This design comes from an exercise in tuning for small area, a short achievable clock period and few clock cycles per item on the open sky130 flow, not from production work.
Function was checked by simulation only, so behaviour that the tests miss may differ from the original.
Power and IR drop assume default switching activity.

==> flow/design.v (outline; a module is shown in full before it is edited, if it fits) <==
// module alu_pipe: 957 lines
module alu_pipe (
    input  logic        clk,
    input  logic        reset,
    input  logic        valid_i,
    output logic        ready_o,
    input  logic [3:0]  op_i,
    input  logic [31:0] a_i,
    input  logic [31:0] b_i,
    output logic        valid_o,
    input  logic        ready_i,
    output logic [31:0] result_o,
    output logic        zero_o
);
  // ...
==> flow/run.sh <==
#!/bin/bash
# synth_recipe.tcl (not shown) runs the flow's synth.tcl, then flattens the netlist and writes it again
# the make line also repeats each setting of config.mk as NAME=value (left out here)
make -C /OpenROAD-flow-scripts/flow DESIGN_CONFIG=/design/flow/config.mk WORK_HOME=/design/flow/orfs CLKGATE_MAP_FILE= SYNTH_SCRIPT=/design/flow/synth_recipe.tcl finish
==> flow/config.mk <==
export PLATFORM = sky130hd
export DESIGN_NAME = alu_pipe
export DESIGN_NICKNAME = alu_pipe
export VERILOG_FILES = /design/flow/design.v
export SDC_FILE = /design/flow/constraint.sdc
export NUM_CORES = 4
export LEC_CHECK = 0
export CAP_MARGIN = 20
export CORE_MARGIN = 2
export CORE_UTILIZATION = 40
export SLEW_MARGIN = 20
==> flow/constraint.sdc <==
create_clock -name core_clock -period 6.5 [get_ports {clk}]
set_input_delay 1.3000 -clock core_clock [delete_from_list [all_inputs] [get_ports {clk}]]
set_output_delay 1.3000 -clock core_clock [all_outputs]
set_load 0.01 [all_outputs]
==> metrics.yaml, run 1 <==
outcome:
  status: "timing/DRC/antenna clean"
drt:
  drt_iter0_markers: 4065
  vias: 26589
  route.antenna.remaining_nets: 0
  highest_layer: "met5"
  viasPerCell: 6.76
  wl_met2_mm: 53.7
  wirelength_mm: 127
yosys:
  ys_warn_count: 1
  async_flop_share: 0
  synth_ff_type: "edfxtp_1"
  yosysMostFrequentCell: "a21oi_1"
  muxShareOfSynthArea: 0.0737
  yosysSeqAreaShare: 0.117
  yosysUniqueCellTypes: 76
  synthTopCellsByArea: "fa_1 (16%), edfxtp_1 (12%), ha_1 (7.0%), xnor2_1 (6.3%), a21oi_1 (6.3%)"
  synth.avg_cell_area_um2: 7.72
placed_design:
  dp.cells: 3913
  gp_congestion: 0.998
clock_tree:
  cts_tree: "done"
  htree_levels: 3
  clk_latency_ns: 0.38
  cts.path.max_buffers: 2
cells_and_area:
  n_all_buffers: 286
  final_cell_mix: "a21oi_1 (312), nor2_1 (275), nand2_1 (268), o21ai_0 (240), inv_1 (211)"
  multi_input_area_um2: 19600
  layout-drive-gt1-share: 0.0962
  dominant_cells: "multi-input combinational cells"
worst_setup_path:
  crit_chain: "ha_1 > ha_1 > fa_1 > a21o_1 > a221o_1 > a221o_2 > a2111oi_0 > o31ai_1 > nor2_1 > nor3b_1 > a211oi_1 > nand4b_1 > nor3_2 > clkdlybuf4s50_1"
  startpoint: "q0_0"
power:
  clock_power_share: 0.086
  seq_power_uw: 833
  ir_drop_mv: 0.178
  power_density_nw_per_um2: 248
die:
  num_tap_cells: 790
sta:
  period_share: 0.964
  period_needed_ns: 6.26
  tightest_slew_ns: 1.22
  rsz0062_at_grt: "false"
  max_freq_ghz: 0.160
  setup_viol_count_final: 0
  fin_ws_ns: 0.236
  slew_violations: 0
global_route:
  gr-total-overflow: 0
Testbench counts, summed over its fixed seeds: cycles 9,608, items 9,600.
==> inputs of run 2 (changes only) <==
--- a/flow/design.v
+++ b/flow/design.v
@@ -19,22 +19,18 @@
     assign is_sltu  = (op_i == 4'hA);
     logic [4:0]  s, r;
     logic        left;
     logic [31:0] rot, mask_l, mask_r, sh;
     assign s    = b_i[4:0];
     assign left = (op_i == 4'h2) || (op_i == 4'hB);
     assign r    = left ? (5'd0 - s) : s;
     assign rot  = 32'({a_i, a_i} >> r);
-    always_comb begin
-        for (int i = 0; i < 32; i++) begin
-            mask_l[i]      = (5'(i) >= s);
-            mask_r[31 - i] = (5'(i) >= s);
-        end
-    end
+    assign mask_l = 32'hFFFF_FFFF << s;
+    always_comb for (int i = 0; i < 32; i++) mask_r[i] = mask_l[31 - i];
     logic [31:0] x_alu, y_alu;
     always_comb begin
         case (op_i)
             4'h2: x_alu = rot & mask_l;
             4'h3: x_alu = (rot & mask_r) | ({32{a_i[31]}} & ~mask_r);
             4'h4: x_alu = rot & mask_r;
             4'h5: x_alu = a_i & b_i;
             4'h6: x_alu = a_i | b_i;
@@ -944,14 +940,218 @@
     assign us465 = q0_29 ^ q1_29 ^ q2_29;
     assign uc466 = (q0_29 & q1_29) | (q0_29 & q2_29) | (q1_29 & q2_29);
     assign us467 = q0_30 ^ q1_30 ^ q2_30;
     assign uc468 = (q0_30 & q1_30) | (q0_30 & q2_30) | (q1_30 & q2_30);
     assign us469 = q0_31 ^ q1_31 ^ q2_31;
     logic [31:0] xs, ys, sum;
     assign xs = {uc468, uc466, uc464, uc462, uc460, uc458, uc456, uc454, uc452, uc450, uc448, uc446, uc444, uc442, uc440, uc438, uc436, uc434, uc432, uc430, uc428, uc426, uc424, uc422, uc420, uc418, uc416, uc414, uc412, uc410, uc408, us407};
     assign ys = {us469, us467, us465, us463, us461, us459, us457, us455, us453, us451, us449, us447, us445, us443, us441, us439, us437, us435, us433, us431, us429, us427, us425, us423, us421, us419, us417, us415, us413, us411, us409, q2_0};
-    assign sum = xs + ys;
+    logic [31:0] p, g;
+    assign p = xs ^ ys;
+    assign g = xs & ys;
+    logic cg1;
+    assign cg1 = g[1] | (p[1] & g[0]);
+    logic cg2;
+    assign cg2 = g[3] | (p[3] & g[2]);
+    logic cp2;
+    assign cp2 = p[3] & p[2];
+    logic cg3;
+    assign cg3 = g[5] | (p[5] & g[4]);
+    logic cp3;
+    assign cp3 = p[5] & p[4];
+    logic cg4;
+    assign cg4 = g[7] | (p[7] & g[6]);
+    logic cp4;
+    assign cp4 = p[7] & p[6];
+    logic cg5;
+    assign cg5 = g[9] | (p[9] & g[8]);
+    logic cp5;
+    assign cp5 = p[9] & p[8];
+    logic cg6;
+    assign cg6 = g[11] | (p[11] & g[10]);
+    logic cp6;
+    assign cp6 = p[11] & p[10];
+    logic cg7;
+    assign cg7 = g[13] | (p[13] & g[12]);
+    logic cp7;
+    assign cp7 = p[13] & p[12];
+    logic cg8;
+    assign cg8 = g[15] | (p[15] & g[14]);
+    logic cp8;
+    assign cp8 = p[15] & p[14];
+    logic cg9;
+    assign cg9 = g[17] | (p[17] & g[16]);
+    logic cp9;
+    assign cp9 = p[17] & p[16];
+    logic cg10;
+    assign cg10 = g[19] | (p[19] & g[18]);
+    logic cp10;
+    assign cp10 = p[19] & p[18];
+    logic cg11;
+    assign cg11 = g[21] | (p[21] & g[20]);
+    logic cp11;
+    assign cp11 = p[21] & p[20];
+    logic cg12;
+    assign cg12 = g[23] | (p[23] & g[22]);
+    logic cp12;
+    assign cp12 = p[23] & p[22];
+    logic cg13;
+    assign cg13 = g[25] | (p[25] & g[24]);
+    logic cp13;
+    assign cp13 = p[25] & p[24];
+    logic cg14;
+    assign cg14 = g[27] | (p[27] & g[26]);
+    logic cp14;
+    assign cp14 = p[27] & p[26];
+    logic cg15;
+    assign cg15 = g[29] | (p[29] & g[28]);
+    logic cp15;
+    assign cp15 = p[29] & p[28];
+    logic cg16;
+    assign cg16 = g[31] | (p[31] & g[30]);
+    logic cp16;
+    assign cp16 = p[31] & p[30];
+    logic cg17;
+    assign cg17 = cg2 | (cp2 & cg1);
+    logic cg18;
+    assign cg18 = cg4 | (cp4 & cg3);
+    logic cp18;
+    assign cp18 = cp4 & cp3;
+    logic cg19;
+    assign cg19 = cg6 | (cp6 & cg5);
+    logic cp19;
+    assign cp19 = cp6 & cp5;
+    logic cg20;
+    assign cg20 = cg8 | (cp8 & cg7);
+    logic cp20;
+    assign cp20 = cp8 & cp7;
+    logic cg21;
+    assign cg21 = cg10 | (cp10 & cg9);
+    logic cp21;
+    assign cp21 = cp10 & cp9;
+    logic cg22;
+    assign cg22 = cg12 | (cp12 & cg11);
+    logic cp22;
+    assign cp22 = cp12 & cp11;
+    logic cg23;
+    assign cg23 = cg14 | (cp14 & cg13);
+    logic cp23;
+    assign cp23 = cp14 & cp13;
+    logic cg24;
+    assign cg24 = cg16 | (cp16 & cg15);
+    logic cp24;
+    assign cp24 = cp16 & cp15;
+    logic cg25;
+    assign cg25 = cg18 | (cp18 & cg17);
+    logic cg26;
+    assign cg26 = cg20 | (cp20 & cg19);
+    logic cp26;
+    assign cp26 = cp20 & cp19;
+    logic cg27;
+    assign cg27 = cg22 | (cp22 & cg21);
+    logic cp27;
+    assign cp27 = cp22 & cp21;
+    logic cg28;
+    assign cg28 = cg24 | (cp24 & cg23);
+    logic cp28;
+    assign cp28 = cp24 & cp23;
+    logic cg29;
+    assign cg29 = cg26 | (cp26 & cg25);
+    logic cg30;
+    assign cg30 = cg28 | (cp28 & cg27);
+    logic cp30;
+    assign cp30 = cp28 & cp27;
+    logic cg31;
+    assign cg31 = cg30 | (cp30 & cg29);
+    logic cg32;
+    assign cg32 = cg27 | (cp27 & cg29);
+    logic cg33;
+    assign cg33 = cg19 | (cp19 & cg25);
+    logic cg34;
+    assign cg34 = cg21 | (cp21 & cg29);
+    logic cg35;
+    assign cg35 = cg23 | (cp23 & cg32);
+    logic cg36;
+    assign cg36 = cg3 | (cp3 & cg17);
+    logic cg37;
+    assign cg37 = cg5 | (cp5 & cg25);
+    logic cg38;
+    assign cg38 = cg7 | (cp7 & cg33);
+    logic cg39;
+    assign cg39 = cg9 | (cp9 & cg29);
+    logic cg40;
+    assign cg40 = cg11 | (cp11 & cg34);
+    logic cg41;
+    assign cg41 = cg13 | (cp13 & cg32);
+    logic cg42;
+    assign cg42 = cg15 | (cp15 & cg35);
+    logic cg43;
+    assign cg43 = g[2] | (p[2] & cg1);
+    logic cg44;
+    assign cg44 = g[4] | (p[4] & cg17);
+    logic cg45;
+    assign cg45 = g[6] | (p[6] & cg36);
+    logic cg46;
+    assign cg46 = g[8] | (p[8] & cg25);
+    logic cg47;
+    assign cg47 = g[10] | (p[10] & cg37);
+    logic cg48;
+    assign cg48 = g[12] | (p[12] & cg33);
+    logic cg49;
+    assign cg49 = g[14] | (p[14] & cg38);
+    logic cg50;
+    assign cg50 = g[16] | (p[16] & cg29);
+    logic cg51;
+    assign cg51 = g[18] | (p[18] & cg39);
+    logic cg52;
+    assign cg52 = g[20] | (p[20] & cg34);
+    logic cg53;
+    assign cg53 = g[22] | (p[22] & cg40);
+    logic cg54;
+    assign cg54 = g[24] | (p[24] & cg32);
+    logic cg55;
+    assign cg55 = g[26] | (p[26] & cg41);
+    logic cg56;
+    assign cg56 = g[28] | (p[28] & cg35);
+    logic cg57;
+    assign cg57 = g[30] | (p[30] & cg42);
+    assign sum[0] = p[0];
+    assign sum[1] = p[1] ^ g[0];
+    assign sum[2] = p[2] ^ cg1;
+    assign sum[3] = p[3] ^ cg43;
+    assign sum[4] = p[4] ^ cg17;
+    assign sum[5] = p[5] ^ cg44;
+    assign sum[6] = p[6] ^ cg36;
+    assign sum[7] = p[7] ^ cg45;
+    assign sum[8] = p[8] ^ cg25;
+    assign sum[9] = p[9] ^ cg46;
+    assign sum[10] = p[10] ^ cg37;
+    assign sum[11] = p[11] ^ cg47;
+    assign sum[12] = p[12] ^ cg33;
+    assign sum[13] = p[13] ^ cg48;
+    assign sum[14] = p[14] ^ cg38;
+    assign sum[15] = p[15] ^ cg49;
+    assign sum[16] = p[16] ^ cg29;
+    assign sum[17] = p[17] ^ cg50;
+    assign sum[18] = p[18] ^ cg39;
+    assign sum[19] = p[19] ^ cg51;
+    assign sum[20] = p[20] ^ cg34;
+    assign sum[21] = p[21] ^ cg52;
+    assign sum[22] = p[22] ^ cg40;
+    assign sum[23] = p[23] ^ cg53;
+    assign sum[24] = p[24] ^ cg32;
+    assign sum[25] = p[25] ^ cg54;
+    assign sum[26] = p[26] ^ cg41;
+    assign sum[27] = p[27] ^ cg55;
+    assign sum[28] = p[28] ^ cg35;
+    assign sum[29] = p[29] ^ cg56;
+    assign sum[30] = p[30] ^ cg42;
+    assign sum[31] = p[31] ^ cg57;
     logic lt;
     assign lt = (q0_31 == q1_31) ? (slt_q ? q0_31 : ~q0_31) : sum[31];
     assign result_o = (slt_q | sltu_q) ? {31'd0, lt} : sum;
-    assign zero_o   = (result_o == 32'd0);
+    logic [31:0] zk;
+    logic        zsum;
+    assign zk   = 32'd0;
+    assign zsum = ((xs ^ ys ^ zk) == 32'(((xs & ys) | ((xs | ys) & ~zk)) << 1));
+    assign zero_o   = (slt_q | sltu_q) ? ~lt : zsum;
 endmodule
==> flow/config.mk (replaced) <==
export PLATFORM = sky130hd
export DESIGN_NAME = alu_pipe
export DESIGN_NICKNAME = alu_pipe
export VERILOG_FILES = /design/flow/design.v
export SDC_FILE = /design/flow/constraint.sdc
export NUM_CORES = 4
export LEC_CHECK = 0
export ABC_AREA = 1
export CAP_MARGIN = 20
export CORE_MARGIN = 2
export CORE_UTILIZATION = 40
export SETUP_SLACK_MARGIN = 1.0
export SLEW_MARGIN = 20
==> metrics.yaml, run 2 <==
cells_and_area:
  final_cell_count_no_fill: 3719  # was 3,931
  nets: 3463  # was 3,538
  final_common_cell: "nand2_1"  # was a21oi_1
  layout-drive-gt1-share: 0.0794  # was 0.0962
  area_delta_synth_final_pct: 13.0  # was 9.58%
  n_antenna_cell: 0  # was 1
  final_cell_mix: "nand2_1 (532), inv_1 (360), nand3_1 (279), xor2_1 (269), o22ai_1 (214)"  # was a21oi_1 (312), nor2_1 (275), nand2_1 (268), o21ai_0 (240), inv_1 (211)
  fillers: 5459  # was 6,108
worst_setup_path:
  crit_path_max_incr_delay_ns: 0.55  # was 0.66 ns
  worst_ep_arrival_time_ns: 5.53  # was 4.96 ns
  critical_path.top_delay_family: "adder cells"  # was compound AO/OA/AOI/OAI gates
  crit_buf_inv: 5  # was 1
  slowest_stage: "clkdlybuf4s50_1"  # was a2111oi_0
  critPathRequiredTime_ns: 6.65  # was 5.20 ns
  path_max_fanout: 10  # was 6
  crit_chain: "clkdlybuf4s50_1 > buf_4 > o21ai_0 > nand2_1 > o22ai_1 > xor2_1 > fa_1 > fa_1 > inv_1 > fa_1 > inv_1 > fa_1 > inv_1 > fa_1 > nand2_1 > o21ai_0"  # was ha_1 > ha_1 > fa_1 > a21o_1 > a221o_1 > a221o_2 > a2111oi_0 > o31ai_1 > nor2_1 > nor3b_1 > a211oi_1 > nand4b_1 > nor3_2 > clkdlybuf4s50_1
  path_class: "in -> reg"  # was reg -> out
  critPathMostFrequentCell: "fa_1"  # was ha_1
  end_kind: "register"  # was primary output
  startpoint_type: "primary input"  # was register
die:
  coreArea_um2: 53800  # was 61,400 um^2
  chipHeight_um: 237  # was 253 um
  design.portCount: 107  # unchanged
  start_util: 0.405  # was 0.403
  die_area_um2: 56400  # was 63,800 um^2
  die_w_um: 237  # was 253 um
  rows: 85  # was 91
clock_tree:
  cts.clk_slew.worst_paths_ns: 0.07  # was 0.08 ns
  cts_root_buffer: "clkbuf_16"  # unchanged
  cts_tree: "done"  # unchanged
  htree_levels: 3  # unchanged
  clk_latency_ns: 0.40  # was 0.38 ns
  clock_sinks: 97  # unchanged
  cts.path.max_buffers: 2  # unchanged
  cts_hold_buf: 0  # unchanged
  cts_buffers: 9  # unchanged
power:
  p_leak_uw: 0.0114  # was 0.0106 uW
  swShare: 0.523  # was 0.534
  p_total_uw: 6320  # was 6710 uW
  internal_power_uw: 3010  # was 3130 uW
  switchingPower_uw: 3310  # was 3580 uW
  power_density_nw_per_um2: 257  # was 248 nW/um^2
  p_seq_frac: 0.132  # was 0.124
  clock_power_share: 0.087  # was 0.086
  ir_drop_mv: 0.160  # was 0.178 mV
  power_frac_comb: 0.781  # was 0.790
global_route:
  grt_max_degree: 93  # was 77
  grt_busiest_layer: "met2"  # unchanged
  grt_pass1_vias: 21845  # was 24,707
  grt_first_pass_wirelength_mm: 150  # was 180 mm
  met3_usage: 0.108  # was 0.0907
  gr-total-overflow: 0  # unchanged
  grt_use_total: 0.366  # was 0.390
  met1_usage: 0.490  # was 0.523
  antenna_found_initial: 2  # was 3
  use_met2: 0.532  # was 0.588
yosys:
  syn-num-nets: 3403  # was 3,608
  synth.avg_cell_area_um2: 7.37  # was 7.72 um^2
  synth-edff-count: 96  # unchanged
  ys_warn_count: 1  # unchanged
  synth_cells: 2959  # was 3,205
  async_flop_share: 0  # unchanged
  synth_ff_type: "edfxtp_1"  # unchanged
  ys_ff_latch: 97  # unchanged
  syn-cell-area_um2: 21800  # was 24,700 um^2
  synthTopCellsByArea: "fa_1 (19%), edfxtp_1 (13%), xor2_1 (11%), ha_1 (9.5%), nand2_1 (9.3%)"  # was fa_1 (16%), edfxtp_1 (12%), ha_1 (7.0%), xnor2_1 (6.3%), a21oi_1 (6.3%)
  synth_top_area_cell: "fa_1"  # unchanged
  synth_top_area_share: 0.190  # was 0.155
  yosysMostFrequentCell: "nand2_1"  # was a21oi_1
  yosys-top-cells-count: "nand2_1 (541), inv_1 (368), nand3_1 (279)"  # was a21oi_1 (313), clkbuf_1 (280), nor2_1 (279)
  yosysUniqueCellTypes: 46  # was 76
  yosysSeqAreaShare: 0.133  # was 0.117
sta:
  fin_ws_ns: 1.12  # was 0.236 ns
  slew_violations: 0  # unchanged
  period_share: 0.828  # was 0.964
  clock_skew_ns: 0.0111  # was 0.00807 ns
  period_needed_ns: 5.38  # was 6.26 ns
  max_slew_margin: 0.217  # was 0.186
  hold_viol: 0  # unchanged
  rsz0062_at_grt: "true"  # was false
  max_freq_ghz: 0.186  # was 0.160 GHz
  tightest_slew_ns: 1.16  # was 1.22 ns
  setup_viol_count_final: 0  # unchanged
  tns_ns: 0  # unchanged
drt:
  wl_per_cell_um: 27.6  # was 32.2 um
  drc: 0  # unchanged
  wirelength_mm: 102  # was 127 mm
  dr.pass1.iters: 8  # was 6
  viasPerCell: 6.03  # was 6.76
  vias: 22411  # was 26,589
  drt_iter0_markers: 2418  # was 4,065
  route.antenna.remaining_nets: 0  # unchanged
placed_design:
  pre_cts_slack_ns: 0.389  # was 0.566 ns
  io_buffers: 106  # unchanged
  hpwlAfterDp_mm: 81.7  # was 96.8 mm
  gp_congestion: 1.03  # was 0.998
  dp.cells: 3680  # was 3,913
hold_path:
  hold_path.class: "reg -> reg"  # unchanged
outcome:
  status: "timing/DRC/antenna clean"  # unchanged
job:
  maxCapViolCount: 0  # unchanged
==> run 2: cell count changes after synthesis, moves of 146 or more <==
cell	before	now
a22oi_1	176	0
nand2_1	268	541
o22ai_1	72	218
xnor2_1	179	32
inv_1	213	368
xor2_1	32	271
a21oi_1	313	64
nand3_1	44	279
==> run 2: cell families after synthesis <==
| family | Yosys count | share of synthesized area |
|---|---|---|
| AOI/OAI and AO/OA | 562 | 0.158 |
| xor gates and xnor gates | 304 | 0.122 |
| adders and majority gates | 372 | 0.285 |
| buffers and inverters | 595 | 0.104 |
| DFF | 97 | 0.133 |
| muxes | 1 | 0.000459 |
| and+or+nand+nor | 1028 | 0.197 |
==> run 2: cell type report <==
cell class                      count  area [um^2]  area share
Timing Repair Buffer              250         2210      0.0898
Multi-Input combinational cell   2267        16900       0.684
Clock inverter                      6         68.8     0.00279
Tap cell                          696          871      0.0353
Sequential cell                    97         2900       0.118
Clock buffer                        9          225     0.00914
Inverter                          394         1500      0.0610
==> run 2: power groups by stage <==
stage	clock (uW)	sequential (uW)	combinational, uW
floorplan	0	834	3180
global placement	0	847	4760
detailed placement	0	849	4780
CTS	561	836	4860
global route	580	844	5550
finish	549	836	4940
==> run 2: path summary, 6_finish.rpt <==
kind              startpoint    end  slack, ns  depth (start not counted)
hold / removal           v_q    v_q       0.54                          2
setup / recovery     b_i[11]  q1_30       1.12                         16
hold reg to reg          v_q    v_q       0.54                          2
setup reg to reg         v_q   q0_9       4.50                          2
==> run 2: stage by stage <==
step | hold slack (ns) | util | instance area (um^2)
finish | 0.541 | 0.458 | 24600
detailed placement | 0.541 | 0.444 | 23900
floorplan | 0.590 | - | 21800
global placement | 0.523 | 0.444 | 23900
global route | 0.592 | 0.458 | 24600
CTS | 0.552 | 0.451 | 24300
==> run 2: routing by layer <==
metal / routed length [um] / up-vias
met5: 12 / -
met4: 6150 / 2
met3: 12200 / 241
met2: 42200 / 1392
met1: 42000 / 10857
li1: - / 9919
==> run 2: worst register-to-register path: stages (launching register included) <==
cell	delay [ns]
dfxtp_1	0.34
a21oi_4	0.84
buf_12	0.41
==> run 2: repair_timing <==
| action | 4_1_cts | 5_1_grt |
|---|---|---|
| setup endpoints to repair | 15 | 26 |
| endpoints found under the hold margin | 0 | 0 |
| resized for setup | 20 | 57 |
| pin swaps | 8 | 15 |
| setup buffers | 6 | 18 |
Testbench counts of run 2, summed over its fixed seeds: cycles 9,608, items 9,600.

## what the ideal ports hide
No port has a modelled driver above. Below, the same layouts with a new extraction and two added sets of constraints. Step 1: set_driving_cell puts a clkbuf_16 on clk and a buf_2 on each other input, an assumption about the parent block. Step 2, shift: input delay + t, output delay - t, t = (earliest + latest rising clock arrival at the registers) / 2. This alone moves slack from input paths to output paths. a / b / c = no drivers / after step 1 / after step 2; a / b = the first two.
| run | shift t [ns] | slack for setup (ns) | worst setup path at the end | latest minus earliest clock arrival (ns) | slew at the worst register clock pin (ns) |
|---|---|---|---|---|---|
| run 1 | 0.424 | 0.236 / 0.187 / 0.550 | input to register | 0.015 / 0.015 | 0.09 / 0.09 |
| run 2 | 0.440 | 1.116 / 1.091 / 0.707 | input to register | 0.021 / 0.021 | 0.08 / 0.08 |
After both steps every run listed still meets setup and hold. For run 2, which loses most, drivers alone change the setup slack by -0.025 ns; drivers and shift together by -0.409 ns.
